What follows belongs to an exercise in optimizing a design on an open flow for small area, a short achievable clock period and few clock cycles; a production flow would make more cautious choices.
Only simulation tests tie the RTL to the original design; equivalence was not proved.

===== design.v =====
`timescale 1ns / 1ps
package adv_pkg;
    localparam logic [12:0] REF_RESET = 13'd3300;
    localparam logic [9:0]  THR_RESET = 10'd100;
    localparam logic signed [41:0] D1   = -42'sd203289785351;
    localparam logic signed [41:0] D0S  = -42'sd129195078400;
endpackage
`timescale 1ns / 1ps
module adv_kr (
    input  logic        i_clk,
    input  logic [12:0] i_ref,
    output logic [28:0] o_kr
);
    logic [16:0] r_k;
    logic [4:0]  w_hi;
    logic        w_wrap;
    assign w_hi   = r_k[16:12];
    assign w_wrap = (&r_k[11:5]) && ((6'(r_k[4:0]) + 6'(w_hi)) >= 6'd32);
    assign o_kr   = {r_k, 12'd0} + 29'(r_k) + 29'(w_hi) + 29'(w_wrap) + 29'd1;
    always_ff @(posedge i_clk) begin
        r_k <= (17'(i_ref) << 3) + (17'(i_ref) << 1) + 17'(i_ref);
    end
endmodule
module adv_read (
    input  logic [16:0] i_mv,
    input  logic        i_zero,    
    input  logic [9:0]  i_thr,
    input  logic [11:0] i_off,
    output logic [16:0] o_mv
);
    logic signed [17:0] w_r;
    assign w_r = $signed({1'b0, i_mv}) + 18'($signed(i_off));
    always_comb begin
        if (i_zero || (i_mv < 17'(i_thr)) || w_r[17]) begin
            o_mv = '0;
        end else begin
            o_mv = w_r[16:0];
        end
    end
endmodule
`timescale 1ns / 1ps
module adv_mul (
    input  logic signed [29:0] i_a,
    input  logic [17:0]        i_sel,    
    input  logic               i_pa,
    input  logic               i_pb,
    input  logic [28:0]        i_k,
    output logic [41:0]        o_sa,
    output logic [41:0]        o_sb
);
    logic [5:0]  w_ng;
    logic [41:0] w_c;
    assign w_c[1] = 1'b0;
    assign w_c[2] = 1'b0;
    logic [30:0] w_pp0;
    logic [30:0] w_pp1;
    logic [30:0] w_pp2;
    logic [30:0] w_pp3;
    logic [30:0] w_pp4;
    logic [30:0] w_pp5;
    logic t1, t2, t3, t4, t5, t6, t7, t8, t9, t10, t11, t12, t13, t14, t15, t16, t17, t18, t19, t20, t21, t22, t23, t24, t25, t26, t27, t28, t29, t30, t31, t32, t33, t34, t35, t36, t37, t38, t39, t40, t41, t42, t43, t44, t45, t46, t47, t48, t49, t50, t51, t52, t53, t54, t55, t56, t57, t58, t59, t60, t61, t62, t63, t64, t65, t66, t67, t68, t69, t70, t71, t72, t73, t74, t75, t76, t77, t78, t79, t80, t81, t82, t83, t84, t85, t86, t87, t88, t89, t90, t91, t92, t93, t94, t95, t96, t97, t98, t99, t100, t101, t102, t103, t104, t105, t106, t107, t108, t109, t110, t111, t112, t113, t114, t115, t116, t117, t118, t119, t120, t121, t122, t123, t124, t125, t126, t127, t128, t129, t130, t131, t132, t133, t134, t135, t136, t137, t138, t139, t140, t141, t142, t143, t144, t145, t146, t147, t148, t149, t150, t151, t152, t153, t154, t155, t156, t157, t158, t159, t160, t161, t162, t163, t164, t165, t166, t167, t168, t169, t170, t171, t172, t173, t174, t175, t176, t177, t178, t179, t180, t181, t182, t183, t184, t185, t186, t187, t188, t189, t190, t191, t192, t193, t194, t195, t196, t197, t198, t199, t200, t201, t202, t203, t204, t205, t206, t207, t208, t209, t210, t211, t212, t213, t214, t215, t216, t217, t218, t219, t220, t221, t222, t223, t224, t225, t226, t227, t228, t229, t230, t231, t232, t233, t234, t235, t236, t237, t238, t239, t240, t241, t242, t243, t244, t245, t246, t247, t248, t249, t250, t251, t252, t253, t254, t255, t256, t257, t258, t259, t260, t261, t262, t263, t264, t265, t266, t267, t268, t269, t270, t271, t272, t273, t274, t275, t276, t277, t278, t279, t280, t281, t282, t283, t284, t285, t286, t287, t288, t289, t290, t291, t292, t293, t294, t295, t296, t297, t298, t299, t300, t301, t302, t303, t304, t305, t306, t307, t308, t309, t310, t311, t312, t313, t314, t315, t316, t317, t318, t319, t320, t321, t322, t323, t324, t325, t326, t327, t328, t329, t330, t331, t332, t333, t334, t335, t336, t337, t338, t339, t340, t341, t342, t343, t344, t345, t346, t347, t348, t349, t350, t351, t352, t353, t354, t355, t356, t357, t358, t359, t360, t361, t362, t363, t364, t365, t366, t367, t368, t369, t370, t371, t372, t373, t374, t375, t376, t377, t378;
    adv_booth u_b0 (.i_a(i_a), .i_sel(i_sel[2:0]), .o_pp(w_pp0), .o_neg(w_ng[0]));
    adv_booth u_b1 (.i_a(i_a), .i_sel(i_sel[5:3]), .o_pp(w_pp1), .o_neg(w_ng[1]));
    adv_booth u_b2 (.i_a(i_a), .i_sel(i_sel[8:6]), .o_pp(w_pp2), .o_neg(w_ng[2]));
    adv_booth u_b3 (.i_a(i_a), .i_sel(i_sel[11:9]), .o_pp(w_pp3), .o_neg(w_ng[3]));
    adv_booth u_b4 (.i_a(i_a), .i_sel(i_sel[14:12]), .o_pp(w_pp4), .o_neg(w_ng[4]));
    adv_booth u_b5 (.i_a(i_a), .i_sel(i_sel[17:15]), .o_pp(w_pp5), .o_neg(w_ng[5]));
    assign w_c[0] = i_pa ? 1'b1 : (i_pb ? 1'b0 : 1'b0);
    assign w_c[3] = i_pa ? 1'b1 : (i_pb ? 1'b0 : 1'b0);
    assign w_c[4] = i_pa ? 1'b1 : (i_pb ? 1'b0 : 1'b0);
    assign w_c[5] = i_pa ? 1'b1 : (i_pb ? 1'b0 : 1'b0);
    assign w_c[6] = i_pa ? 1'b1 : (i_pb ? 1'b0 : 1'b0);
    assign w_c[7] = i_pa ? 1'b1 : (i_pb ? 1'b0 : 1'b0);
    assign w_c[8] = i_pa ? 1'b1 : (i_pb ? 1'b1 : 1'b0);
    assign w_c[9] = i_pa ? 1'b1 : (i_pb ? 1'b0 : 1'b0);
    assign w_c[10] = i_pa ? 1'b0 : (i_pb ? 1'b1 : 1'b0);
    assign w_c[11] = i_pa ? 1'b1 : (i_pb ? 1'b1 : i_k[0]);
    assign w_c[12] = i_pa ? 1'b0 : (i_pb ? 1'b0 : i_k[1]);
    assign w_c[13] = i_pa ? 1'b0 : (i_pb ? 1'b0 : i_k[2]);
    assign w_c[14] = i_pa ? 1'b0 : (i_pb ? 1'b0 : i_k[3]);
    assign w_c[15] = i_pa ? 1'b0 : (i_pb ? 1'b1 : i_k[4]);
    assign w_c[16] = i_pa ? 1'b0 : (i_pb ? 1'b1 : i_k[5]);
    assign w_c[17] = i_pa ? 1'b0 : (i_pb ? 1'b1 : i_k[6]);
    assign w_c[18] = i_pa ? 1'b1 : (i_pb ? 1'b1 : i_k[7]);
    assign w_c[19] = i_pa ? 1'b1 : (i_pb ? 1'b1 : i_k[8]);
    assign w_c[20] = i_pa ? 1'b1 : (i_pb ? 1'b1 : i_k[9]);
    assign w_c[21] = i_pa ? 1'b1 : (i_pb ? 1'b0 : i_k[10]);
    assign w_c[22] = i_pa ? 1'b1 : (i_pb ? 1'b1 : i_k[11]);
    assign w_c[23] = i_pa ? 1'b1 : (i_pb ? 1'b0 : i_k[12]);
    assign w_c[24] = i_pa ? 1'b0 : (i_pb ? 1'b1 : i_k[13]);
    assign w_c[25] = i_pa ? 1'b1 : (i_pb ? 1'b1 : i_k[14]);
    assign w_c[26] = i_pa ? 1'b0 : (i_pb ? 1'b0 : i_k[15]);
    assign w_c[27] = i_pa ? 1'b1 : (i_pb ? 1'b1 : i_k[16]);
    assign w_c[28] = i_pa ? 1'b0 : (i_pb ? 1'b0 : i_k[17]);
    assign w_c[29] = i_pa ? 1'b1 : (i_pb ? 1'b1 : i_k[18]);
    assign w_c[30] = i_pa ? 1'b0 : (i_pb ? 1'b1 : i_k[19]);
    assign w_c[31] = i_pa ? 1'b1 : (i_pb ? 1'b1 : i_k[20]);
    assign w_c[32] = i_pa ? 1'b0 : (i_pb ? 1'b1 : i_k[21]);
    assign w_c[33] = i_pa ? 1'b0 : (i_pb ? 1'b0 : i_k[22]);
    assign w_c[34] = i_pa ? 1'b0 : (i_pb ? 1'b0 : i_k[23]);
    assign w_c[35] = i_pa ? 1'b0 : (i_pb ? 1'b0 : i_k[24]);
    assign w_c[36] = i_pa ? 1'b1 : (i_pb ? 1'b0 : i_k[25]);
    assign w_c[37] = i_pa ? 1'b0 : (i_pb ? 1'b1 : i_k[26]);
    assign w_c[38] = i_pa ? 1'b1 : (i_pb ? 1'b1 : i_k[27]);
    assign w_c[39] = i_pa ? 1'b1 : (i_pb ? 1'b1 : i_k[28]);
    assign w_c[40] = i_pa ? 1'b1 : (i_pb ? 1'b1 : 1'b0);
    assign w_c[41] = i_pa ? 1'b1 : (i_pb ? 1'b1 : 1'b0);
    assign t1 = w_pp0[8] ^ w_pp1[6];
    assign t2 = w_pp0[8] & w_pp1[6];
    assign t3 = w_pp0[9] ^ w_pp1[7];
    assign t4 = w_pp0[9] & w_pp1[7];
    assign t5 = w_pp0[10] ^ w_pp1[8] ^ w_pp2[6];
    assign t6 = (w_pp0[10] & w_pp1[8]) | (w_pp2[6] & (w_pp0[10] ^ w_pp1[8]));
    assign t7 = w_pp3[4] ^ w_pp4[2];
    assign t8 = w_pp3[4] & w_pp4[2];
    assign t9 = w_pp0[11] ^ w_pp1[9] ^ w_pp2[7];
    assign t10 = (w_pp0[11] & w_pp1[9]) | (w_pp2[7] & (w_pp0[11] ^ w_pp1[9]));
    assign t11 = w_pp3[5] ^ w_pp4[3];
    assign t12 = w_pp3[5] & w_pp4[3];
    assign t13 = w_pp0[12] ^ w_pp1[10] ^ w_pp2[8];
    assign t14 = (w_pp0[12] & w_pp1[10]) | (w_pp2[8] & (w_pp0[12] ^ w_pp1[10]));
    assign t15 = w_pp3[6] ^ w_pp4[4];
    assign t16 = w_pp3[6] & w_pp4[4];
    assign t17 = w_pp0[13] ^ w_pp1[11] ^ w_pp2[9];
    assign t18 = (w_pp0[13] & w_pp1[11]) | (w_pp2[9] & (w_pp0[13] ^ w_pp1[11]));
    assign t19 = w_pp3[7] ^ w_pp4[5];
    assign t20 = w_pp3[7] & w_pp4[5];
    assign t21 = w_pp0[14] ^ w_pp1[12] ^ w_pp2[10];
    assign t22 = (w_pp0[14] & w_pp1[12]) | (w_pp2[10] & (w_pp0[14] ^ w_pp1[12]));
    assign t23 = w_pp3[8] ^ w_pp4[6];
    assign t24 = w_pp3[8] & w_pp4[6];
    assign t25 = w_pp0[15] ^ w_pp1[13] ^ w_pp2[11];
    assign t26 = (w_pp0[15] & w_pp1[13]) | (w_pp2[11] & (w_pp0[15] ^ w_pp1[13]));
    assign t27 = w_pp3[9] ^ w_pp4[7];
    assign t28 = w_pp3[9] & w_pp4[7];
    assign t29 = w_pp0[16] ^ w_pp1[14] ^ w_pp2[12];
    assign t30 = (w_pp0[16] & w_pp1[14]) | (w_pp2[12] & (w_pp0[16] ^ w_pp1[14]));
    assign t31 = w_pp3[10] ^ w_pp4[8];
    assign t32 = w_pp3[10] & w_pp4[8];
    assign t33 = w_pp0[17] ^ w_pp1[15] ^ w_pp2[13];
    assign t34 = (w_pp0[17] & w_pp1[15]) | (w_pp2[13] & (w_pp0[17] ^ w_pp1[15]));
    assign t35 = w_pp3[11] ^ w_pp4[9];
    assign t36 = w_pp3[11] & w_pp4[9];
    assign t37 = w_pp0[18] ^ w_pp1[16] ^ w_pp2[14];
    assign t38 = (w_pp0[18] & w_pp1[16]) | (w_pp2[14] & (w_pp0[18] ^ w_pp1[16]));
    assign t39 = w_pp3[12] ^ w_pp4[10];
    assign t40 = w_pp3[12] & w_pp4[10];
    assign t41 = w_pp0[19] ^ w_pp1[17] ^ w_pp2[15];
    assign t42 = (w_pp0[19] & w_pp1[17]) | (w_pp2[15] & (w_pp0[19] ^ w_pp1[17]));
    assign t43 = w_pp3[13] ^ w_pp4[11];
    assign t44 = w_pp3[13] & w_pp4[11];
    assign t45 = w_pp0[20] ^ w_pp1[18] ^ w_pp2[16];
    assign t46 = (w_pp0[20] & w_pp1[18]) | (w_pp2[16] & (w_pp0[20] ^ w_pp1[18]));
    assign t47 = w_pp3[14] ^ w_pp4[12];
    assign t48 = w_pp3[14] & w_pp4[12];
    assign t49 = w_pp0[21] ^ w_pp1[19] ^ w_pp2[17];
    assign t50 = (w_pp0[21] & w_pp1[19]) | (w_pp2[17] & (w_pp0[21] ^ w_pp1[19]));
    assign t51 = w_pp3[15] ^ w_pp4[13];
    assign t52 = w_pp3[15] & w_pp4[13];
    assign t53 = w_pp0[22] ^ w_pp1[20] ^ w_pp2[18];
    assign t54 = (w_pp0[22] & w_pp1[20]) | (w_pp2[18] & (w_pp0[22] ^ w_pp1[20]));
    assign t55 = w_pp3[16] ^ w_pp4[14];
    assign t56 = w_pp3[16] & w_pp4[14];
    assign t57 = w_pp0[23] ^ w_pp1[21] ^ w_pp2[19];
    assign t58 = (w_pp0[23] & w_pp1[21]) | (w_pp2[19] & (w_pp0[23] ^ w_pp1[21]));
    assign t59 = w_pp3[17] ^ w_pp4[15];
    assign t60 = w_pp3[17] & w_pp4[15];
    assign t61 = w_pp0[24] ^ w_pp1[22] ^ w_pp2[20];
    assign t62 = (w_pp0[24] & w_pp1[22]) | (w_pp2[20] & (w_pp0[24] ^ w_pp1[22]));
    assign t63 = w_pp3[18] ^ w_pp4[16];
    assign t64 = w_pp3[18] & w_pp4[16];
    assign t65 = w_pp0[25] ^ w_pp1[23] ^ w_pp2[21];
    assign t66 = (w_pp0[25] & w_pp1[23]) | (w_pp2[21] & (w_pp0[25] ^ w_pp1[23]));
    assign t67 = w_pp3[19] ^ w_pp4[17];
    assign t68 = w_pp3[19] & w_pp4[17];
    assign t69 = w_pp0[26] ^ w_pp1[24] ^ w_pp2[22];
    assign t70 = (w_pp0[26] & w_pp1[24]) | (w_pp2[22] & (w_pp0[26] ^ w_pp1[24]));
    assign t71 = w_pp3[20] ^ w_pp4[18];
    assign t72 = w_pp3[20] & w_pp4[18];
    assign t73 = w_pp0[27] ^ w_pp1[25] ^ w_pp2[23];
    assign t74 = (w_pp0[27] & w_pp1[25]) | (w_pp2[23] & (w_pp0[27] ^ w_pp1[25]));
    assign t75 = w_pp3[21] ^ w_pp4[19];
    assign t76 = w_pp3[21] & w_pp4[19];
    assign t77 = w_pp0[28] ^ w_pp1[26] ^ w_pp2[24];
    assign t78 = (w_pp0[28] & w_pp1[26]) | (w_pp2[24] & (w_pp0[28] ^ w_pp1[26]));
    assign t79 = w_pp3[22] ^ w_pp4[20];
    assign t80 = w_pp3[22] & w_pp4[20];
    assign t81 = w_pp0[29] ^ w_pp1[27] ^ w_pp2[25];
    assign t82 = (w_pp0[29] & w_pp1[27]) | (w_pp2[25] & (w_pp0[29] ^ w_pp1[27]));
    assign t83 = w_pp3[23] ^ w_pp4[21];
    assign t84 = w_pp3[23] & w_pp4[21];
    assign t85 = ~w_pp0[30] ^ w_pp1[28] ^ w_pp2[26];
    assign t86 = (~w_pp0[30] & w_pp1[28]) | (w_pp2[26] & (~w_pp0[30] ^ w_pp1[28]));
    assign t87 = w_pp3[24] ^ w_pp4[22] ^ w_pp5[20];
    assign t88 = (w_pp3[24] & w_pp4[22]) | (w_pp5[20] & (w_pp3[24] ^ w_pp4[22]));
    assign t89 = w_pp1[29] ^ w_pp2[27] ^ w_pp3[25];
    assign t90 = (w_pp1[29] & w_pp2[27]) | (w_pp3[25] & (w_pp1[29] ^ w_pp2[27]));
    assign t91 = w_pp4[23] ^ w_pp5[21];
    assign t92 = w_pp4[23] & w_pp5[21];
    assign t93 = ~w_pp1[30] ^ w_pp2[28] ^ w_pp3[26];
    assign t94 = (~w_pp1[30] & w_pp2[28]) | (w_pp3[26] & (~w_pp1[30] ^ w_pp2[28]));
    assign t95 = w_pp2[29] ^ w_pp3[27];
    assign t96 = w_pp2[29] & w_pp3[27];
    assign t97 = w_pp0[4] ^ w_pp1[2];
    assign t98 = w_pp0[4] & w_pp1[2];
    assign t99 = w_pp0[5] ^ w_pp1[3];
    assign t100 = w_pp0[5] & w_pp1[3];
    assign t101 = w_pp0[6] ^ w_pp1[4] ^ w_pp2[2];
    assign t102 = (w_pp0[6] & w_pp1[4]) | (w_pp2[2] & (w_pp0[6] ^ w_pp1[4]));
    assign t103 = w_pp3[0] ^ w_ng[3];
    assign t104 = w_pp3[0] & w_ng[3];
    assign t105 = w_pp0[7] ^ w_pp1[5] ^ w_pp2[3];
    assign t106 = (w_pp0[7] & w_pp1[5]) | (w_pp2[3] & (w_pp0[7] ^ w_pp1[5]));
    assign t107 = w_pp3[1] ^ w_c[7];
    assign t108 = w_pp3[1] & w_c[7];
    assign t109 = t1 ^ w_pp2[4] ^ w_pp3[2];
    assign t110 = (t1 & w_pp2[4]) | (w_pp3[2] & (t1 ^ w_pp2[4]));
    assign t111 = w_pp4[0] ^ w_ng[4] ^ w_c[8];
    assign t112 = (w_pp4[0] & w_ng[4]) | (w_c[8] & (w_pp4[0] ^ w_ng[4]));
    assign t113 = t2 ^ t3 ^ w_pp2[5];
    assign t114 = (t2 & t3) | (w_pp2[5] & (t2 ^ t3));
    assign t115 = w_pp3[3] ^ w_pp4[1] ^ w_c[9];
    assign t116 = (w_pp3[3] & w_pp4[1]) | (w_c[9] & (w_pp3[3] ^ w_pp4[1]));
    assign t117 = t4 ^ t5 ^ t7;
    assign t118 = (t4 & t5) | (t7 & (t4 ^ t5));
    assign t119 = w_pp5[0] ^ w_ng[5] ^ w_c[10];
    assign t120 = (w_pp5[0] & w_ng[5]) | (w_c[10] & (w_pp5[0] ^ w_ng[5]));
    assign t121 = t6 ^ t8 ^ t9;
    assign t122 = (t6 & t8) | (t9 & (t6 ^ t8));
    assign t123 = t11 ^ w_pp5[1] ^ w_c[11];
    assign t124 = (t11 & w_pp5[1]) | (w_c[11] & (t11 ^ w_pp5[1]));
    assign t125 = t10 ^ t12 ^ t13;
    assign t126 = (t10 & t12) | (t13 & (t10 ^ t12));
    assign t127 = t15 ^ w_pp5[2] ^ w_c[12];
    assign t128 = (t15 & w_pp5[2]) | (w_c[12] & (t15 ^ w_pp5[2]));
    assign t129 = t14 ^ t16 ^ t17;
    assign t130 = (t14 & t16) | (t17 & (t14 ^ t16));
    assign t131 = t19 ^ w_pp5[3] ^ w_c[13];
    assign t132 = (t19 & w_pp5[3]) | (w_c[13] & (t19 ^ w_pp5[3]));
    assign t133 = t18 ^ t20 ^ t21;
    assign t134 = (t18 & t20) | (t21 & (t18 ^ t20));
    assign t135 = t23 ^ w_pp5[4] ^ w_c[14];
    assign t136 = (t23 & w_pp5[4]) | (w_c[14] & (t23 ^ w_pp5[4]));
    assign t137 = t22 ^ t24 ^ t25;
    assign t138 = (t22 & t24) | (t25 & (t22 ^ t24));
    assign t139 = t27 ^ w_pp5[5] ^ w_c[15];
    assign t140 = (t27 & w_pp5[5]) | (w_c[15] & (t27 ^ w_pp5[5]));
    assign t141 = t26 ^ t28 ^ t29;
    assign t142 = (t26 & t28) | (t29 & (t26 ^ t28));
    assign t143 = t31 ^ w_pp5[6] ^ w_c[16];
    assign t144 = (t31 & w_pp5[6]) | (w_c[16] & (t31 ^ w_pp5[6]));
    assign t145 = t30 ^ t32 ^ t33;
    assign t146 = (t30 & t32) | (t33 & (t30 ^ t32));
    assign t147 = t35 ^ w_pp5[7] ^ w_c[17];
    assign t148 = (t35 & w_pp5[7]) | (w_c[17] & (t35 ^ w_pp5[7]));
    assign t149 = t34 ^ t36 ^ t37;
    assign t150 = (t34 & t36) | (t37 & (t34 ^ t36));
    assign t151 = t39 ^ w_pp5[8] ^ w_c[18];
    assign t152 = (t39 & w_pp5[8]) | (w_c[18] & (t39 ^ w_pp5[8]));
    assign t153 = t38 ^ t40 ^ t41;
    assign t154 = (t38 & t40) | (t41 & (t38 ^ t40));
    assign t155 = t43 ^ w_pp5[9] ^ w_c[19];
    assign t156 = (t43 & w_pp5[9]) | (w_c[19] & (t43 ^ w_pp5[9]));
    assign t157 = t42 ^ t44 ^ t45;
    assign t158 = (t42 & t44) | (t45 & (t42 ^ t44));
    assign t159 = t47 ^ w_pp5[10] ^ w_c[20];
    assign t160 = (t47 & w_pp5[10]) | (w_c[20] & (t47 ^ w_pp5[10]));
    assign t161 = t46 ^ t48 ^ t49;
    assign t162 = (t46 & t48) | (t49 & (t46 ^ t48));
    assign t163 = t51 ^ w_pp5[11] ^ w_c[21];
    assign t164 = (t51 & w_pp5[11]) | (w_c[21] & (t51 ^ w_pp5[11]));
    assign t165 = t50 ^ t52 ^ t53;
    assign t166 = (t50 & t52) | (t53 & (t50 ^ t52));
    assign t167 = t55 ^ w_pp5[12] ^ w_c[22];
    assign t168 = (t55 & w_pp5[12]) | (w_c[22] & (t55 ^ w_pp5[12]));
    assign t169 = t54 ^ t56 ^ t57;
    assign t170 = (t54 & t56) | (t57 & (t54 ^ t56));
    assign t171 = t59 ^ w_pp5[13] ^ w_c[23];
    assign t172 = (t59 & w_pp5[13]) | (w_c[23] & (t59 ^ w_pp5[13]));
    assign t173 = t58 ^ t60 ^ t61;
    assign t174 = (t58 & t60) | (t61 & (t58 ^ t60));
    assign t175 = t63 ^ w_pp5[14] ^ w_c[24];
    assign t176 = (t63 & w_pp5[14]) | (w_c[24] & (t63 ^ w_pp5[14]));
    assign t177 = t62 ^ t64 ^ t65;
    assign t178 = (t62 & t64) | (t65 & (t62 ^ t64));
    assign t179 = t67 ^ w_pp5[15] ^ w_c[25];
    assign t180 = (t67 & w_pp5[15]) | (w_c[25] & (t67 ^ w_pp5[15]));
    assign t181 = t66 ^ t68 ^ t69;
    assign t182 = (t66 & t68) | (t69 & (t66 ^ t68));
    assign t183 = t71 ^ w_pp5[16] ^ w_c[26];
    assign t184 = (t71 & w_pp5[16]) | (w_c[26] & (t71 ^ w_pp5[16]));
    assign t185 = t70 ^ t72 ^ t73;
    assign t186 = (t70 & t72) | (t73 & (t70 ^ t72));
    assign t187 = t75 ^ w_pp5[17] ^ w_c[27];
    assign t188 = (t75 & w_pp5[17]) | (w_c[27] & (t75 ^ w_pp5[17]));
    assign t189 = t74 ^ t76 ^ t77;
    assign t190 = (t74 & t76) | (t77 & (t74 ^ t76));
    assign t191 = t79 ^ w_pp5[18] ^ w_c[28];
    assign t192 = (t79 & w_pp5[18]) | (w_c[28] & (t79 ^ w_pp5[18]));
    assign t193 = t78 ^ t80 ^ t81;
    assign t194 = (t78 & t80) | (t81 & (t78 ^ t80));
    assign t195 = t83 ^ w_pp5[19] ^ w_c[29];
    assign t196 = (t83 & w_pp5[19]) | (w_c[29] & (t83 ^ w_pp5[19]));
    assign t197 = t82 ^ t84 ^ t85;
    assign t198 = (t82 & t84) | (t85 & (t82 ^ t84));
    assign t199 = t87 ^ w_c[30] ^ 1'b1;
    assign t200 = (t87 & w_c[30]) | (1'b1 & (t87 ^ w_c[30]));
    assign t201 = t86 ^ t88 ^ t89;
    assign t202 = (t86 & t88) | (t89 & (t86 ^ t88));
    assign t203 = t91 ^ w_c[31] ^ 1'b1;
    assign t204 = (t91 & w_c[31]) | (1'b1 & (t91 ^ w_c[31]));
    assign t205 = t90 ^ t92 ^ t93;
    assign t206 = (t90 & t92) | (t93 & (t90 ^ t92));
    assign t207 = w_pp4[24] ^ w_pp5[22] ^ w_c[32];
    assign t208 = (w_pp4[24] & w_pp5[22]) | (w_c[32] & (w_pp4[24] ^ w_pp5[22]));
    assign t209 = t94 ^ t95 ^ w_pp4[25];
    assign t210 = (t94 & t95) | (w_pp4[25] & (t94 ^ t95));
    assign t211 = w_pp5[23] ^ w_c[33] ^ 1'b1;
    assign t212 = (w_pp5[23] & w_c[33]) | (1'b1 & (w_pp5[23] ^ w_c[33]));
    assign t213 = t96 ^ ~w_pp2[30] ^ w_pp3[28];
    assign t214 = (t96 & ~w_pp2[30]) | (w_pp3[28] & (t96 ^ ~w_pp2[30]));
    assign t215 = w_pp4[26] ^ w_pp5[24] ^ w_c[34];
    assign t216 = (w_pp4[26] & w_pp5[24]) | (w_c[34] & (w_pp4[26] ^ w_pp5[24]));
    assign t217 = w_pp3[29] ^ w_pp4[27] ^ w_pp5[25];
    assign t218 = (w_pp3[29] & w_pp4[27]) | (w_pp5[25] & (w_pp3[29] ^ w_pp4[27]));
    assign t219 = w_c[35] ^ 1'b1;
    assign t220 = w_c[35] & 1'b1;
    assign t221 = ~w_pp3[30] ^ w_pp4[28] ^ w_pp5[26];
    assign t222 = (~w_pp3[30] & w_pp4[28]) | (w_pp5[26] & (~w_pp3[30] ^ w_pp4[28]));
    assign t223 = w_pp4[29] ^ w_pp5[27];
    assign t224 = w_pp4[29] & w_pp5[27];
    assign t225 = t97 ^ w_pp2[0];
    assign t226 = t97 & w_pp2[0];
    assign t227 = t98 ^ t99 ^ w_pp2[1];
    assign t228 = (t98 & t99) | (w_pp2[1] & (t98 ^ t99));
    assign t229 = t100 ^ t101 ^ t103;
    assign t230 = (t100 & t101) | (t103 & (t100 ^ t101));
    assign t231 = t102 ^ t104 ^ t105;
    assign t232 = (t102 & t104) | (t105 & (t102 ^ t104));
    assign t233 = t106 ^ t108 ^ t109;
    assign t234 = (t106 & t108) | (t109 & (t106 ^ t108));
    assign t235 = t110 ^ t112 ^ t113;
    assign t236 = (t110 & t112) | (t113 & (t110 ^ t112));
    assign t237 = t114 ^ t116 ^ t117;
    assign t238 = (t114 & t116) | (t117 & (t114 ^ t116));
    assign t239 = t118 ^ t120 ^ t121;
    assign t240 = (t118 & t120) | (t121 & (t118 ^ t120));
    assign t241 = t122 ^ t124 ^ t125;
    assign t242 = (t122 & t124) | (t125 & (t122 ^ t124));
    assign t243 = t126 ^ t128 ^ t129;
    assign t244 = (t126 & t128) | (t129 & (t126 ^ t128));
    assign t245 = t130 ^ t132 ^ t133;
    assign t246 = (t130 & t132) | (t133 & (t130 ^ t132));
    assign t247 = t134 ^ t136 ^ t137;
    assign t248 = (t134 & t136) | (t137 & (t134 ^ t136));
    assign t249 = t138 ^ t140 ^ t141;
    assign t250 = (t138 & t140) | (t141 & (t138 ^ t140));
    assign t251 = t142 ^ t144 ^ t145;
    assign t252 = (t142 & t144) | (t145 & (t142 ^ t144));
    assign t253 = t146 ^ t148 ^ t149;
    assign t254 = (t146 & t148) | (t149 & (t146 ^ t148));
    assign t255 = t150 ^ t152 ^ t153;
    assign t256 = (t150 & t152) | (t153 & (t150 ^ t152));
    assign t257 = t154 ^ t156 ^ t157;
    assign t258 = (t154 & t156) | (t157 & (t154 ^ t156));
    assign t259 = t158 ^ t160 ^ t161;
    assign t260 = (t158 & t160) | (t161 & (t158 ^ t160));
    assign t261 = t162 ^ t164 ^ t165;
    assign t262 = (t162 & t164) | (t165 & (t162 ^ t164));
    assign t263 = t166 ^ t168 ^ t169;
    assign t264 = (t166 & t168) | (t169 & (t166 ^ t168));
    assign t265 = t170 ^ t172 ^ t173;
    assign t266 = (t170 & t172) | (t173 & (t170 ^ t172));
    assign t267 = t174 ^ t176 ^ t177;
    assign t268 = (t174 & t176) | (t177 & (t174 ^ t176));
    assign t269 = t178 ^ t180 ^ t181;
    assign t270 = (t178 & t180) | (t181 & (t178 ^ t180));
    assign t271 = t182 ^ t184 ^ t185;
    assign t272 = (t182 & t184) | (t185 & (t182 ^ t184));
    assign t273 = t186 ^ t188 ^ t189;
    assign t274 = (t186 & t188) | (t189 & (t186 ^ t188));
    assign t275 = t190 ^ t192 ^ t193;
    assign t276 = (t190 & t192) | (t193 & (t190 ^ t192));
    assign t277 = t194 ^ t196 ^ t197;
    assign t278 = (t194 & t196) | (t197 & (t194 ^ t196));
    assign t279 = t198 ^ t200 ^ t201;
    assign t280 = (t198 & t200) | (t201 & (t198 ^ t200));
    assign t281 = t202 ^ t204 ^ t205;
    assign t282 = (t202 & t204) | (t205 & (t202 ^ t204));
    assign t283 = t206 ^ t208 ^ t209;
    assign t284 = (t206 & t208) | (t209 & (t206 ^ t208));
    assign t285 = t210 ^ t212 ^ t213;
    assign t286 = (t210 & t212) | (t213 & (t210 ^ t212));
    assign t287 = t214 ^ t216 ^ t217;
    assign t288 = (t214 & t216) | (t217 & (t214 ^ t216));
    assign t289 = t218 ^ t220 ^ t221;
    assign t290 = (t218 & t220) | (t221 & (t218 ^ t220));
    assign t291 = t222 ^ t223 ^ w_c[37];
    assign t292 = (t222 & t223) | (w_c[37] & (t222 ^ t223));
    assign t293 = t224 ^ ~w_pp4[30] ^ w_pp5[28];
    assign t294 = (t224 & ~w_pp4[30]) | (w_pp5[28] & (t224 ^ ~w_pp4[30]));
    assign t295 = w_pp5[29] ^ w_c[39];
    assign t296 = w_pp5[29] & w_c[39];
    assign t297 = w_pp0[0] ^ w_ng[0];
    assign t298 = w_pp0[0] & w_ng[0];
    assign t299 = w_pp0[2] ^ w_pp1[0];
    assign t300 = w_pp0[2] & w_pp1[0];
    assign t301 = w_pp0[3] ^ w_pp1[1] ^ w_c[3];
    assign t302 = (w_pp0[3] & w_pp1[1]) | (w_c[3] & (w_pp0[3] ^ w_pp1[1]));
    assign t303 = t225 ^ w_ng[2] ^ w_c[4];
    assign t304 = (t225 & w_ng[2]) | (w_c[4] & (t225 ^ w_ng[2]));
    assign t305 = t226 ^ t227 ^ w_c[5];
    assign t306 = (t226 & t227) | (w_c[5] & (t226 ^ t227));
    assign t307 = t228 ^ t229 ^ w_c[6];
    assign t308 = (t228 & t229) | (w_c[6] & (t228 ^ t229));
    assign t309 = t230 ^ t231 ^ t107;
    assign t310 = (t230 & t231) | (t107 & (t230 ^ t231));
    assign t311 = t232 ^ t233 ^ t111;
    assign t312 = (t232 & t233) | (t111 & (t232 ^ t233));
    assign t313 = t234 ^ t235 ^ t115;
    assign t314 = (t234 & t235) | (t115 & (t234 ^ t235));
    assign t315 = t236 ^ t237 ^ t119;
    assign t316 = (t236 & t237) | (t119 & (t236 ^ t237));
    assign t317 = t238 ^ t239 ^ t123;
    assign t318 = (t238 & t239) | (t123 & (t238 ^ t239));
    assign t319 = t240 ^ t241 ^ t127;
    assign t320 = (t240 & t241) | (t127 & (t240 ^ t241));
    assign t321 = t242 ^ t243 ^ t131;
    assign t322 = (t242 & t243) | (t131 & (t242 ^ t243));
    assign t323 = t244 ^ t245 ^ t135;
    assign t324 = (t244 & t245) | (t135 & (t244 ^ t245));
    assign t325 = t246 ^ t247 ^ t139;
    assign t326 = (t246 & t247) | (t139 & (t246 ^ t247));
    assign t327 = t248 ^ t249 ^ t143;
    assign t328 = (t248 & t249) | (t143 & (t248 ^ t249));
    assign t329 = t250 ^ t251 ^ t147;
    assign t330 = (t250 & t251) | (t147 & (t250 ^ t251));
    assign t331 = t252 ^ t253 ^ t151;
    assign t332 = (t252 & t253) | (t151 & (t252 ^ t253));
    assign t333 = t254 ^ t255 ^ t155;
    assign t334 = (t254 & t255) | (t155 & (t254 ^ t255));
    assign t335 = t256 ^ t257 ^ t159;
    assign t336 = (t256 & t257) | (t159 & (t256 ^ t257));
    assign t337 = t258 ^ t259 ^ t163;
    assign t338 = (t258 & t259) | (t163 & (t258 ^ t259));
    assign t339 = t260 ^ t261 ^ t167;
    assign t340 = (t260 & t261) | (t167 & (t260 ^ t261));
    assign t341 = t262 ^ t263 ^ t171;
    assign t342 = (t262 & t263) | (t171 & (t262 ^ t263));
    assign t343 = t264 ^ t265 ^ t175;
    assign t344 = (t264 & t265) | (t175 & (t264 ^ t265));
    assign t345 = t266 ^ t267 ^ t179;
    assign t346 = (t266 & t267) | (t179 & (t266 ^ t267));
    assign t347 = t268 ^ t269 ^ t183;
    assign t348 = (t268 & t269) | (t183 & (t268 ^ t269));
    assign t349 = t270 ^ t271 ^ t187;
    assign t350 = (t270 & t271) | (t187 & (t270 ^ t271));
    assign t351 = t272 ^ t273 ^ t191;
    assign t352 = (t272 & t273) | (t191 & (t272 ^ t273));
    assign t353 = t274 ^ t275 ^ t195;
    assign t354 = (t274 & t275) | (t195 & (t274 ^ t275));
    assign t355 = t276 ^ t277 ^ t199;
    assign t356 = (t276 & t277) | (t199 & (t276 ^ t277));
    assign t357 = t278 ^ t279 ^ t203;
    assign t358 = (t278 & t279) | (t203 & (t278 ^ t279));
    assign t359 = t280 ^ t281 ^ t207;
    assign t360 = (t280 & t281) | (t207 & (t280 ^ t281));
    assign t361 = t282 ^ t283 ^ t211;
    assign t362 = (t282 & t283) | (t211 & (t282 ^ t283));
    assign t363 = t284 ^ t285 ^ t215;
    assign t364 = (t284 & t285) | (t215 & (t284 ^ t285));
    assign t365 = t286 ^ t287 ^ t219;
    assign t366 = (t286 & t287) | (t219 & (t286 ^ t287));
    assign t367 = t288 ^ t289 ^ w_c[36];
    assign t368 = (t288 & t289) | (w_c[36] & (t288 ^ t289));
    assign t369 = t290 ^ t291 ^ 1'b1;
    assign t370 = (t290 & t291) | (1'b1 & (t290 ^ t291));
    assign t371 = t292 ^ t293 ^ w_c[38];
    assign t372 = (t292 & t293) | (w_c[38] & (t292 ^ t293));
    assign t373 = t294 ^ t295 ^ 1'b1;
    assign t374 = (t294 & t295) | (1'b1 & (t294 ^ t295));
    assign t375 = t296 ^ ~w_pp5[30] ^ w_c[40];
    assign t376 = (t296 & ~w_pp5[30]) | (w_c[40] & (t296 ^ ~w_pp5[30]));
    assign t377 = w_c[41] ^ 1'b1;
    assign t378 = w_c[41] & 1'b1;
    assign o_sa = {t376, t374, t372, t370, t368, t366, t364, t362, t360, t358, t356, t354, t352, t350, t348, t346, t344, t342, t340, t338, t336, t334, t332, t330, t328, t326, t324, t322, t320, t318, t316, t314, t312, t310, t308, t306, t304, t302, t300, t299, t298, t297};
    assign o_sb = {t377, t375, t373, t371, t369, t367, t365, t363, t361, t359, t357, t355, t353, t351, t349, t347, t345, t343, t341, t339, t337, t335, t333, t331, t329, t327, t325, t323, t321, t319, t317, t315, t313, t311, t309, t307, t305, t303, t301, w_ng[1], w_pp0[1], w_c[0]};
endmodule
module adv_booth (
    input  logic [29:0] i_a,
    input  logic [2:0]  i_sel,    
    output logic [30:0] o_pp,
    output logic        o_neg
);
    logic one, two;
    assign one   = i_sel[2];
    assign two   = i_sel[1];
    assign o_neg = i_sel[0];
    assign o_pp  = (({31{one}} & {i_a[29], i_a}) | ({31{two}} & {i_a, 1'b0})) ^ {31{o_neg}};
endmodule
module adv_s3t (
    input  logic [11:0] i_x,
    output logic [27:0] o_t
);
    logic [27:0] w_r0, w_r1, w_r2;
    assign w_r0[0] = 1'(16'haaaa >> i_x[3:0]);
    assign w_r0[1] = 1'(16'hcccc >> i_x[3:0]);
    assign w_r0[2] = 1'(16'ha5a5 >> i_x[3:0]);
    assign w_r0[3] = 1'(16'hc936 >> i_x[3:0]);
    assign w_r0[4] = 1'(16'h5b6d >> i_x[3:0]);
    assign w_r0[5] = 1'(16'h9249 >> i_x[3:0]);
    assign w_r0[6] = 1'(16'h1c71 >> i_x[3:0]);
    assign w_r0[7] = 1'(16'hb52b >> i_x[3:0]);
    assign w_r0[8] = 1'(16'h264d >> i_x[3:0]);
    assign w_r0[9] = 1'(16'h92db >> i_x[3:0]);
    assign w_r0[10] = 1'(16'h2492 >> i_x[3:0]);
    assign w_r0[11] = 1'(16'hc71c >> i_x[3:0]);
    assign w_r0[12] = 1'(16'hf81f >> i_x[3:0]);
    assign w_r0[13] = 1'(16'h001f >> i_x[3:0]);
    assign w_r0[14] = 1'(16'haab5 >> i_x[3:0]);
    assign w_r0[15] = 1'(16'hccd9 >> i_x[3:0]);
    assign w_r0[16] = 1'(16'hf0e1 >> i_x[3:0]);
    assign w_r0[17] = 1'(16'h00fe >> i_x[3:0]);
    assign w_r0[18] = 1'(16'h00ff >> i_x[3:0]);
    assign w_r0[19] = 1'(16'hff00 >> i_x[3:0]);
    assign w_r0[20] = 1'b0;
    assign w_r0[21] = 1'b0;
    assign w_r0[22] = 1'b0;
    assign w_r0[23] = 1'b0;
    assign w_r0[24] = 1'b0;
    assign w_r0[25] = 1'b0;
    assign w_r0[26] = 1'b1;
    assign w_r0[27] = 1'b0;
    assign w_r1[0] = 1'b0;
    assign w_r1[1] = 1'b0;
    assign w_r1[2] = 1'b0;
    assign w_r1[3] = 1'b0;
    assign w_r1[4] = 1'(16'haaaa >> i_x[7:4]);
    assign w_r1[5] = 1'(16'hcccc >> i_x[7:4]);
    assign w_r1[6] = 1'(16'h5a5a >> i_x[7:4]);
    assign w_r1[7] = 1'(16'h936c >> i_x[7:4]);
    assign w_r1[8] = 1'(16'hb6da >> i_x[7:4]);
    assign w_r1[9] = 1'(16'hdb6c >> i_x[7:4]);
    assign w_r1[10] = 1'(16'h1c70 >> i_x[7:4]);
    assign w_r1[11] = 1'(16'hb52a >> i_x[7:4]);
    assign w_r1[12] = 1'(16'h264c >> i_x[7:4]);
    assign w_r1[13] = 1'(16'h92da >> i_x[7:4]);
    assign w_r1[14] = 1'(16'hdb6c >> i_x[7:4]);
    assign w_r1[15] = 1'(16'h1c70 >> i_x[7:4]);
    assign w_r1[16] = 1'(16'h1f80 >> i_x[7:4]);
    assign w_r1[17] = 1'(16'he000 >> i_x[7:4]);
    assign w_r1[18] = 1'(16'haaaa >> i_x[7:4]);
    assign w_r1[19] = 1'(16'hcccc >> i_x[7:4]);
    assign w_r1[20] = 1'(16'hf0f0 >> i_x[7:4]);
    assign w_r1[21] = 1'(16'hff00 >> i_x[7:4]);
    assign w_r1[22] = 1'b0;
    assign w_r1[23] = 1'b0;
    assign w_r1[24] = 1'b0;
    assign w_r1[25] = 1'b0;
    assign w_r1[26] = 1'b0;
    assign w_r1[27] = 1'b0;
    assign w_r2[0] = 1'b0;
    assign w_r2[1] = 1'b0;
    assign w_r2[2] = 1'b0;
    assign w_r2[3] = 1'b0;
    assign w_r2[4] = 1'b0;
    assign w_r2[5] = 1'b0;
    assign w_r2[6] = 1'b0;
    assign w_r2[7] = 1'b0;
    assign w_r2[8] = 1'(16'haaaa >> i_x[11:8]);
    assign w_r2[9] = 1'(16'hcccc >> i_x[11:8]);
    assign w_r2[10] = 1'(16'h5a5a >> i_x[11:8]);
    assign w_r2[11] = 1'(16'h936c >> i_x[11:8]);
    assign w_r2[12] = 1'(16'hb6da >> i_x[11:8]);
    assign w_r2[13] = 1'(16'hdb6c >> i_x[11:8]);
    assign w_r2[14] = 1'(16'h1c70 >> i_x[11:8]);
    assign w_r2[15] = 1'(16'hb52a >> i_x[11:8]);
    assign w_r2[16] = 1'(16'h264c >> i_x[11:8]);
    assign w_r2[17] = 1'(16'h92da >> i_x[11:8]);
    assign w_r2[18] = 1'(16'hdb6c >> i_x[11:8]);
    assign w_r2[19] = 1'(16'h1c70 >> i_x[11:8]);
    assign w_r2[20] = 1'(16'h1f80 >> i_x[11:8]);
    assign w_r2[21] = 1'(16'he000 >> i_x[11:8]);
    assign w_r2[22] = 1'(16'haaaa >> i_x[11:8]);
    assign w_r2[23] = 1'(16'hcccc >> i_x[11:8]);
    assign w_r2[24] = 1'(16'hf0f0 >> i_x[11:8]);
    assign w_r2[25] = 1'(16'hff00 >> i_x[11:8]);
    assign w_r2[26] = 1'b0;
    assign w_r2[27] = 1'b0;
    assign o_t = w_r0 + w_r1 + w_r2;
endmodule
`timescale 1ns / 1ps
module adv_benc (
    input  logic [11:0] i_u,
    output logic [17:0] o_sel
);
    logic [12:0] w_b;
    assign w_b = {i_u, 1'b0};
    for (genvar i = 0; i < 6; i++) begin : g_dig
        logic b0, b1, b2;
        assign b0 = w_b[2*i];
        assign b1 = w_b[2*i+1];
        assign b2 = w_b[2*i+2];
        assign o_sel[3*i+2] = b0 ^ b1;
        assign o_sel[3*i+1] = (b2 & ~b1 & ~b0) | (~b2 & b1 & b0);
        assign o_sel[3*i]   = b2;
    end
endmodule
`timescale 1ns / 1ps
module adc_divider_voltage_averager_core (
    input  logic        i_clk,
    input  logic        i_rst_n,
    input  logic        i_in_valid,
    output logic        o_in_ready,
    input  logic [15:0] i_in_data,    
    output logic        o_out_valid,
    input  logic        i_out_ready,
    output logic [23:0] o_out_data,   
    input  logic        i_cfg_we,
    input  logic [1:0]  i_cfg_idx,
    input  logic [12:0] i_cfg_data
);
    localparam logic [1:0] OP_NONE = 2'd0;
    localparam logic [1:0] OP_A    = 2'd1;    
    localparam logic [1:0] OP_B    = 2'd2;    
    localparam logic [1:0] OP_J    = 2'd3;    
    logic        r_filter;
    logic [12:0] r_ref;
    logic [11:0] r_off;
    logic [9:0]  r_thr;
    always_ff @(posedge i_clk) begin
        if (!i_rst_n) begin
            r_filter <= 1'b0;
            r_ref    <= adv_pkg::REF_RESET;
            r_off    <= '0;
            r_thr    <= adv_pkg::THR_RESET;
        end else if (i_cfg_we) begin
            case (i_cfg_idx)
                2'd0:    r_filter <= i_cfg_data[0];
                2'd1:    r_ref    <= i_cfg_data;
                2'd2:    r_off    <= i_cfg_data[11:0];
                default: r_thr    <= i_cfg_data[9:0];
            endcase
        end
    end
    logic [28:0] w_kr;
    adv_kr u_kr (
        .i_clk (i_clk),
        .i_ref (r_ref),
        .o_kr  (w_kr)
    );
    logic        r_ready;
    logic        w_take;
    logic [3:0]  r_cnt;
    logic [11:0] r_xx, r_xl;
    logic        r_xv, r_xf;
    logic        w_xon, w_xfirst, w_xlast;
    logic [3:0]  r_wch, r_wch2;
    assign w_take   = i_in_valid & r_ready;
    assign w_xon    = r_xv & r_xf;
    assign w_xfirst = (r_cnt == 4'd1);
    assign w_xlast  = (r_cnt == 4'd0);
    always_ff @(posedge i_clk) begin
        r_xx <= i_in_data[15:4];
        r_xl <= i_in_data[15:4] & {12{r_filter}};
        r_xf <= r_filter;
        if (!i_rst_n) begin
            r_xv  <= 1'b0;
            r_cnt <= '0;
        end else begin
            r_xv <= w_take;
            if (w_take) r_cnt <= r_cnt + 4'd1;
        end
        if (w_take && (r_cnt == 4'd0)) r_wch <= i_in_data[3:0];
        if (r_xv && w_xlast)  r_wch2 <= r_wch;
    end
    localparam logic [17:0] NEG_DIGITS = 18'b001_001_001_001_001_001;
    logic [1:0]         r_m1op, r_csop;
    logic signed [29:0] r_a;
    logic [17:0]        r_sel, r_sel2, w_sel_x, w_sel_j;
    logic               r_m1first, r_m1last, r_csfirst, r_cslast;
    logic [41:0]        w_sa, w_sb, r_csa, r_csb, w_p;
    logic               r_jpend;
    logic [11:0]        r_jp;
    logic               w_vdone;
    logic               w_csa_op, w_jwant, w_job_go;
    logic [11:0]        w_mu;
    logic [27:0]        w_t;
    assign w_csa_op = (r_csop == OP_A);
    assign w_jwant  = w_vdone || r_jpend;
    assign w_job_go = w_jwant && !w_csa_op && !w_xon;
    adv_s3t u_s3t (
        .i_x (r_xl),
        .o_t (w_t)
    );
    adv_benc u_enc_x (
        .i_u   ({~r_xx[11], r_xx[10:0]}),
        .o_sel (w_sel_x)
    );
    adv_benc u_enc_j (
        .i_u   (r_jpend ? r_jp : w_mu),    
        .o_sel (w_sel_j)
    );
    adv_mul u_mul (
        .i_a   (r_a),
        .i_sel (r_sel),
        .i_pa  (r_m1op == OP_A),
        .i_pb  (r_m1op == OP_B),
        .i_k   (r_a[28:0]),    
        .o_sa  (w_sa),
        .o_sb  (w_sb)
    );
    assign w_p = r_csa + r_csb;
    always_ff @(posedge i_clk) begin
        if (!i_rst_n) begin
            r_m1op <= OP_NONE;
            r_csop <= OP_NONE;
        end else begin
            if (w_csa_op) begin
                r_m1op <= OP_B;
            end else if (w_xon) begin
                r_m1op <= OP_A;
            end else if (w_job_go) begin
                r_m1op <= OP_J;
            end else begin
                r_m1op <= OP_NONE;
            end
            r_csop <= r_m1op;
        end
        r_sel2 <= r_sel;
        if (w_csa_op) begin
            r_a       <= w_p[39:10];
            r_sel     <= r_sel2 ^ NEG_DIGITS;
            r_m1first <= r_csfirst;
            r_m1last  <= r_cslast;
        end else if (w_xon) begin
            r_a       <= 30'(w_t);
            r_sel     <= w_sel_x ^ NEG_DIGITS;
            r_m1first <= w_xfirst;
            r_m1last  <= w_xlast;
        end else begin
            r_a       <= 30'(w_kr);
            r_sel     <= w_sel_j;
            r_m1first <= w_xfirst;
            r_m1last  <= w_xlast;
        end
        r_csa     <= w_sa;
        r_csb     <= w_sb;
        r_csfirst <= r_m1first;
        r_cslast  <= r_m1last;
    end
    logic               r_vv, r_vfirst, r_vlast;
    logic signed [19:0] r_vval;
    logic signed [22:0] r_acc, w_acc;
    assign w_vdone = r_vv && r_vlast;
    assign w_acc   = (r_vfirst ? 23'sd0 : r_acc) + 23'(r_vval);
    always_ff @(posedge i_clk) begin
        if (!i_rst_n) begin
            r_vv <= 1'b0;
        end else begin
            r_vv <= (r_csop == OP_B) || (r_xv && !r_xf);
        end
        if (r_csop == OP_B) begin
            r_vval   <= w_p[41:22];
            r_vfirst <= r_csfirst;
            r_vlast  <= r_cslast;
        end else begin
            r_vval   <= 20'(r_xx);
            r_vfirst <= w_xfirst;
            r_vlast  <= w_xlast;
        end
        if (r_vv) begin
            r_acc <= w_acc;
        end
    end
    logic        r_ov;
    logic [16:0] r_omv;
    logic [3:0]  r_och;
    logic        r_jzf;
    logic [3:0]  r_jch;
    logic        r_jqv;
    logic [16:0] r_jq;
    logic [16:0] w_mv;
    assign w_mu = w_acc[22] ? 12'h800 : {~w_acc[15], w_acc[14:4]};
    always_ff @(posedge i_clk) begin
        if (!i_rst_n) begin
            r_jpend <= 1'b0;
            r_jqv   <= 1'b0;
        end else begin
            r_jpend <= w_jwant && !w_job_go;
            r_jqv   <= (r_csop == OP_J);
        end
        if (w_vdone) begin
            r_jp  <= w_mu;
            r_jzf <= w_acc[22] && (r_ref != '0);
            r_jch <= r_wch2;
        end
        r_jq <= w_p[40:24];
    end
    adv_read u_read (
        .i_mv   (r_jq),
        .i_zero (r_jzf),
        .i_thr  (r_thr),
        .i_off  (r_off),
        .o_mv   (w_mv)
    );
    always_ff @(posedge i_clk) begin
        if (!i_rst_n) begin
            r_ov <= 1'b0;
        end else if (r_jqv) begin
            r_ov <= 1'b1;
        end else if (i_out_ready) begin
            r_ov <= 1'b0;
        end
        if (r_jqv) begin
            r_omv <= w_mv;
            r_och <= r_jch;
        end
    end
    assign o_out_valid = r_ov;
    assign o_out_data  = {3'b000, r_omv, r_och};
    logic       r_pend;
    logic       w_pend_n;
    logic [3:0] w_cnt_n;
    logic       w_ton, r_ton1, r_ton2, r_ton3;
    logic       w_jwant_n, w_block;
    assign w_ton     = w_take & r_filter;
    assign w_cnt_n   = w_take ? r_cnt + 4'd1 : r_cnt;
    assign w_pend_n  = (w_take && (r_cnt == 4'd15)) || (r_pend && !(r_ov && i_out_ready));
    assign w_jwant_n = (w_jwant && !w_job_go)
                     || ((r_csop == OP_B) ? r_cslast : (r_xv && !r_xf && w_xlast));
    assign w_block = (r_filter && r_ton1)                              
                   || (!r_filter && (w_ton || r_ton1 || r_ton2 || r_ton3))  
                   || (r_filter && w_jwant_n && (w_ton || r_ton2))      
                   || ((w_cnt_n == 4'd15) && w_pend_n);                
    always_ff @(posedge i_clk) begin
        if (!i_rst_n) begin
            r_pend  <= 1'b0;
            r_ready <= 1'b0;
            r_ton1  <= 1'b0;
            r_ton2  <= 1'b0;
            r_ton3  <= 1'b0;
        end else begin
            r_pend  <= w_pend_n;
            r_ready <= !w_block;
            r_ton1  <= w_ton;
            r_ton2  <= r_ton1;
            r_ton3  <= r_ton2;
        end
    end
    assign o_in_ready = r_ready;
endmodule

===== run.sh =====
#!/bin/bash
# synth_recipe.tcl (not shown) runs the flow's synth.tcl, then flattens the netlist and writes it again
# the make line also repeats each setting of config.mk as NAME=value (left out here)
make -C /OpenROAD-flow-scripts/flow DESIGN_CONFIG=/design/flow/config.mk WORK_HOME=/design/flow/orfs CLKGATE_MAP_FILE= SYNTH_SCRIPT=/design/flow/synth_recipe.tcl finish

===== config.mk =====
export PLATFORM = sky130hd
export DESIGN_NAME = adc_divider_voltage_averager_core
export DESIGN_NICKNAME = adc_divider_voltage_averager_core
export VERILOG_FILES = /design/flow/design.v
export SDC_FILE = /design/flow/constraint.sdc
export NUM_CORES = 4
export LEC_CHECK = 0
export ABC_AREA = 1
export CAP_MARGIN = 70
export CORE_MARGIN = 2
export CORE_UTILIZATION = 40
export SLEW_MARGIN = 70

===== constraint.sdc =====
create_clock -name core_clock -period 12.0 [get_ports {i_clk}]
set_input_delay 2.4000 -clock core_clock [delete_from_list [all_inputs] [get_ports {i_clk}]]
set_output_delay 2.4000 -clock core_clock [all_outputs]
set_load 0.01 [all_outputs]

==> impl_results.md, run 1 <==
- Clk buf depth: 3
- Post-cts sizing count: 0
- Die H: roughly 260 um
- Hold_buf cts: 0
- Setup Skew: around 0.033 ns
- Largest net degree at the start of global routing: 54
- Die ar.: approximately 70000 sq um
- HPWL Detailed: between 60000 and 70000 um
- Clk Latency, worst-skew pair: roughly 0.58 ns
- Vias in the first global route: approximately 23000
- Status: finished clean
- Setup TNS: 0 ns
- Via Count: roughly 23000
- Worst-case reg-to-reg path depth: 17
- CP max-delay cell: dfxtp_1
- DRT antenna net count: 0
- Root buffer cell: clkbuf_16
- Worst path arrival time: about 4.4 ns
- Max-capacitance violation count: 0
- Crit end category: flip-flop
- Final nets: ~3900
- Crit Path Class: flip-flop to flip-flop
- Clock Pin Slew Worst Setup and Hold Paths: roughly 0.06 ns
- Routability cong.: about 1
- RR Startpoint: r_xl[5]
- Via density: 5.31
- Post-Syn Area: 27200 sq um
- Port Buffer Count: 58
- Core area: around 67000 sq um
- Yosys reg bits: 357
- Unrepaired setup endpoints after global routing: no
- Post-route DRC violation count: 0
- Die Wd: ~260 um
- Most frequent CP cell: nand2_1
- Worst min path class: flip-flop to flip-flop
- Mean Syn Cell Area: slightly below 8 sq um
- Reg2reg end: r_a[21]
- Largest area contributor in the netlist: dfxtp_1
- Synth cell types: 58
- Wire per inst: 19.1 um
- Htree depth: 2
- Final hold vios: 0
- Setup-failing EPs final: 0
- Critical Path Source: r_xl[5]
- Fin area: a little over 30000 sq um
- Final WL: 83100 um
- Total CTS buffers: 39
- Fill cell count: between 6000 and 7000
- Yosys synthesis warning count: 3
- Pins Over Slew Limit: 0
- Crit path to: r_a[21]
- Number of core rows: between 90 and 100
- Sequential Area: 7860 sq um
- CP max stage delay: 0.53 ns
- Minimum clock period: approximately 3.9 ns
- Post-synth top area share: 0.212
- FFs w/ async S/R, synth: 0
- Area of the multi-input gates: 17100 sq um
- Global route total overflow: 0
- Total track usage: 0.236
- Synth area leaders: dfxtp_1, fa_1, ha_1
- Post-CTS Repair Setup Buffers: 0
- Area post-placement: 28800 sq um
- Io pins: 62
- First-pass GRT wire length: around 130000 um
- Share of cells above drive strength 1: 0.0640
- Period Utilization, post-route: 0.324
- EDFF count, synth: between 60 and 70
- Crit start category: flip-flop
- Required @ worst endpoint: between 10 and 15 ns
- Initial antenna violation count: 2
- CP Max Fanout: 7
- Sequential fraction of the synthesis area: 0.288
- Starting Density: 0.405
- Top FF cell, synth: dfxtp_1
- Clk sinks: roughly 360
- CTS tree: done
- DR pass1 iterations: 5
- Worst-path cell chain: inv_1, ha_1, or2_2, a21oi_1, a31oi_1, fa_1, ha_1, a21oi_1, o21ai_0, nand2_1, nand2_1, a31oi_1, o21ai_0, or2_2, nand3_1, nand3_1, nand2_1
- Synthesis-to-finish area growth: 11.0%
- Initial DRC count: 1972
- Fmax: 257 MHz
- Mapped Cells: between 3000 and 4000
- Reg-to-reg slack, setup: 8.11 ns
## Yosys cell counts (11+ instances only)
cell and n:
edfxtp_1 69, nand3_1 128, nand2_1 580, o211ai_1 15
buf_1 13, nor2_1 284, o21bai_1 11, a21oi_1 204
inv_1 517, ha_1 201, nand4_1 23, o22ai_1 179
dfxtp_1 288, o21ai_0 181, or2_2 23, a21o_1 14
xor2_1 235, fa_1 177, nor4_1 16, a31oi_1 24
nor3_1 21, clkbuf_1 110, xnor2_1 22
## cell families (layout without fill, tap and decap cells)
logic type / Yosys count / after routing / share of synthesized area
buffers and inverters: 662 / 686 / 0.0928
DFF: 357 / 357 / 0.288
AOI/OAI and AO/OA: 679 / 679 / 0.143
adders and majority gates: 378 / 378 / 0.223
other: 1 / 5 / 0.000138
and+or+nand+nor: 1111 / 1111 / 0.171
xor gates and xnor gates: 257 / 257 / 0.0827
## flip-flops by register name (all words and copies together) (netlist names), 4 cells and up
| signal | count |
|---|---|
| r_jp | 12 |
| r_xl | 12 |
| r_omv | 17 |
| r_sel2 | 17 |
| r_sel | 18 |
| r_acc | 23 |
| r_ref | 13 |
| r_cnt | 4 |
| r_jch | 4 |
| r_vval | 20 |
| r_off | 12 |
| r_thr | 10 |
| r_wch | 4 |
| r_wch2 | 4 |
| u_kr.r_k | 17 |
| r_och | 4 |
| r_a | 30 |
| r_csa | 42 |
| r_jq | 17 |
| r_xx | 12 |
| r_csb | 42 |
## layout make-up
| type | instances | area share |
|---|---|---|
| multi-input cells | 2428 | 0.565 |
| well taps | 873 | 0.0362 |
| diodes | 2 | 0.000166 |
| flip-flops and latches | 357 | 0.260 |
| clock buffers | 53 | 0.0378 |
| clock inverters | 17 | 0.00555 |
| inverters | 526 | 0.0663 |
| repair buffers | 90 | 0.0288 |
## worst max-delay path: cells and delay by family (launching register included)
kind | cells | cell delay, ns
AOI/OAI and AO/OA | 6 | 0.93
adders and majority gates | 3 | 1.21
buffers and inverters | 1 | 0.20
and+or+nand+nor | 7 | 0.97
DFF | 1 | 0.53
## per-layer routing
layer | global-route usage | vias up | wire (um) | part of all wire
met5 | 0 | - | 10 | 0.00012
met4 | 0.0808 | 2 | 2830 | 0.034
met3 | 0.0359 | 146 | 5730 | 0.069
met2 | 0.370 | 750 | 36400 | 0.44
met1 | 0.331 | 10900 | 38100 | 0.46
li1 | - | 11200 | - | -
## through the flow
stage               worst slack, ns   util  cells  hold WS [ns]
global placement               6.80  0.424   4266         0.310
finish                         8.11  0.449   4346         0.327
CTS                            8.08  0.448   4342         0.326
detailed placement             7.90  0.428   4272         0.315
floorplan                      8.48      -   3447         0.310
global route                   7.75  0.449   4345         0.349
## worst min-delay path by stage
stage	start	to	slack (ns)	depth (start not counted)
2_1_floorplan	r_m1first	r_csfirst	0.31	0
3_3_place_gp	r_m1first	r_csfirst	0.31	0
3_5_place_dp	r_m1first	r_csfirst	0.32	0
4_1_cts	r_m1last	r_cslast	0.33	0
5_1_grt	r_m1last	r_cslast	0.35	0
6_report	r_m1last	r_cslast	0.33	0
## layout by cell type (no fill, tap or decap), types with 15 or more instances in the layout
master | netlist | layout
inv_2 | 4 | 35
nand4_1 | 23 | 23
xnor2_1 | 22 | 20
nor3_1 | 21 | 19
nand2_1 | 580 | 579
nor2_1 | 284 | 279
or2_2 | 23 | 23
o21ai_0 | 181 | 168
buf_4 | 4 | 15
dfxtp_1 | 288 | 277
a31oi_1 | 24 | 24
clkbuf_16 | 0 | 41
a21oi_1 | 204 | 203
xor2_1 | 235 | 224
inv_1 | 517 | 477
o211ai_1 | 15 | 15
fa_1 | 177 | 177
clkdlybuf4s50_1 | 0 | 57
ha_1 | 201 | 201
o22ai_1 | 179 | 179
nand3_1 | 128 | 128
edfxtp_1 | 69 | 69
Testbench counts, summed over its fixed seeds: cycles 3,480.
==> run 2, diff against run 1 <==
--- a/config.mk
+++ b/config.mk
@@ -8,5 +8,6 @@
 export ABC_AREA = 1
-export CAP_MARGIN = 70
+export CAP_MARGIN = 20
 export CORE_MARGIN = 2
-export CORE_UTILIZATION = 40
-export SLEW_MARGIN = 70
+export CORE_UTILIZATION = 65
+export PLACE_DENSITY = 0.75
+export SLEW_MARGIN = 20
==> impl_results.md, run 2 <==
- DRT antenna net count: 0
- Die ar.: 43500 sq um
- Vias in the first global route: 24100
- Unrepaired setup endpoints after global routing: no
- Top FF cell, synth: dfxtp_1
- Root buffer cell: clkbuf_16
- EDFF count, synth: 69
- Final WL: roughly 85000 um
- Mean Syn Cell Area: just under 8 sq um
- CTS tree: done
- Yosys synthesis warning count: 3
- Initial antenna violation count: 2
- Number of core rows: 74
- Max-slew headroom: 0.300
- Clk Latency, worst-skew pair: between 0.5 and 0.6 ns
- Die Wd: ~210 um
- Io pins: between 60 and 70
- Synth Area in XOR/XNOR: 0.0827
- Total track usage: 0.388
- Htree depth: 2
- DR pass1 iterations: 7
- Most common cell in the synthesized netlist: nand2_1
- First-pass GRT wire length: ~130000 um
- Status: finished clean
- Yosys reg bits: 357
- Largest net degree at the start of global routing: 55
- Core area: slightly above 40000 sq um
- Compound-cell area share of the yosys netlist: 0.143
- Post-route DRC violation count: 0
- Area of the multi-input gates: approximately 17000 sq um
- Sequential fraction of the synthesis area: 0.288
- Fill cell count: 3253
- Biggest regs: r_csa x42, r_csb x42, r_a x30
- Post-synthesis adder-cell area fraction: 0.223
- Most common cell after layout, fill and taps aside: nand2_1
- Largest family of logic cells by synthesized area: adder cells
- Largest area contributor in the netlist: dfxtp_1
- Crit end category: flip-flop
- Synth area leaders: dfxtp_1, fa_1, ha_1
- CP Max Fanout: 27
- FFs w/ async S/R, synth: 0
- Synth cell types: 58
- Port Buffer Count: 58
- Share of cells above drive strength 1: 0.0384
- Post-CTS Repair Setup Buffers: 0
- Mapped Cells: about 3400
- Die H: 209 um
- Post-Syn Area: approximately 27000 sq um
- Via Count: 24400
- Sequential Area: 7840 sq um
- Setup Skew: ~0.021 ns
- HPWL Detailed: 64400 um
- Clock Pin Slew Worst Setup and Hold Paths: ~0.060 ns
- Pins Over Slew Limit: 0
- Slew of the pin with the lowest slew margin: 1.05 ns
- Clk buf depth: 3
- Post-layout util: 0.715
- Final nets: 3848
- Routability cong.: a little over 1
- Total CTS buffers: 39
- Fmax: 245 MHz
- Worst path arrival time: 4.53 ns
- Initial DRC count: around 2800
- Max-capacitance violation count: 0
- Post-cts sizing count: 0
- Clk sinks: around 360
- Simple-gate share of the synthesized area: 0.171
- Setup TNS: 0 ns
- Via density: ~6.1
- Synthesis-to-finish area growth: 7.96%
- Global route total overflow: 0
- Minimum clock period: 4.08 ns
- Period Utilization, post-route: 0.340
- Wire per inst: between 20 and 25 um
- Starting Density: 0.662
- Most frequent cells in the layout: nand2_1, inv_1, dfxtp_1, nor2_1, xor2_1
- Worst min path class: flip-flop to flip-flop
- Post-synthesis mux area share: 0
- Crit Path Class: flip-flop to flip-flop
- Crit start category: flip-flop
- Post-synth top area share: 0.212
- Final hold vios: 0
- Hold_buf cts: 0
- Setup-failing EPs final: 0
- Required @ worst endpoint: 12.45 ns
- Synth cell count leaders: nand2_1, inv_1, dfxtp_1
==> run 2: cell counts after synthesis <==
Identical to the previous run, type by type.
==> run 2: logic make-up (layout without fill, tap and decap cells) <==
group / after synthesis / in the layout
DFF: 357 / 357
buffers and inverters: 662 / 679
AOI/OAI and AO/OA: 679 / 679
and+or+nand+nor: 1111 / 1111
other: 1 / 6
adders and majority gates: 378 / 378
xor gates and xnor gates: 257 / 257
==> run 2: metrics by stage <==
step                std cells  worst slack (ns)  area [sq um]  hold slack (ns)
detailed placement       3923              7.22         28100            0.315
global route             3997              7.71         29400            0.346
CTS                      3994              7.81         29400            0.332
floorplan                3447              8.48         27200            0.310
finish                   3999              7.92         29400            0.332
global placement         3922              7.32         28100            0.314
==> run 2: layout make-up <==
| cell class | count | area share |
|---|---|---|
| diodes | 3 | 0.000255 |
| clock buffers | 55 | 0.0380 |
| clock inverters | 16 | 0.00477 |
| inverters | 526 | 0.0672 |
| multi-input cells | 2428 | 0.574 |
| flip-flops and latches | 357 | 0.267 |
| well taps | 532 | 0.0227 |
| repair buffers | 82 | 0.0263 |
==> run 2: worst paths after layout <==
kind | startpoint | end | slack [ns] | cells after the start
min | r_m1last | r_cslast | 0.33 | 0
min reg2reg | r_m1last | r_cslast | 0.33 | 0
max | r_sel[6] | r_csb[30] | 7.92 | 9
max reg2reg | r_sel[6] | r_csb[30] | 7.92 | 9
==> run 2: layer usage <==
| metal | share of wire | vias to the layer above | wire length (um) | track usage |
|---|---|---|---|---|
| met1 | 0.40 | 11500 | 33700 | 0.502 |
| met3 | 0.11 | 279 | 9340 | 0.0981 |
| li1 | - | 11200 | - | - |
| met4 | 0.050 | 0 | 4270 | 0.187 |
| met5 | 0 | - | 0 | 0 |
| met2 | 0.44 | 1407 | 37800 | 0.613 |
==> run 2: worst max-delay path: stages (launching register included) <==
cell	delay (ns)
dfxtp_1	0.78
inv_2	0.61
xor2_1	0.33
fa_1	0.56
inv_1	0.06
fa_1	0.45
fa_1	0.49
inv_1	0.05
fa_1	0.53
inv_1	0.05

-- what the ideal ports hide --
No port has a modelled driver above. Below, the same layouts with a new extraction and two added sets of constraints. Step 1: set_driving_cell puts a clkbuf_16 on i_clk and a buf_2 on each other input, an assumption about the parent block. Step 2 moves the port delays by t, midway between the first and last clock arrival at a register: inputs arrive t later, outputs are due t later. That takes back most of the time a late clock gives input paths. Slacks: ideal ports / drivers / drivers and shift; pairs: ideal ports / drivers.
run	t, ns	setup slack, ns	worst setup path after step 2	slew at the worst register clock pin (ns)	worst data-port slew with drivers (ns)
run 1	0.621	8.109 / 8.064 / 7.821	input to register	0.08 / 0.08	0.10
run 2	0.627	7.922 / 7.922 / 7.643	input to register	0.07 / 0.07	0.08
After both steps setup and hold are still met in every run listed. The setup slack of run 1, which loses most, moves by -0.045 ns with the drivers and by -0.288 ns with both steps.
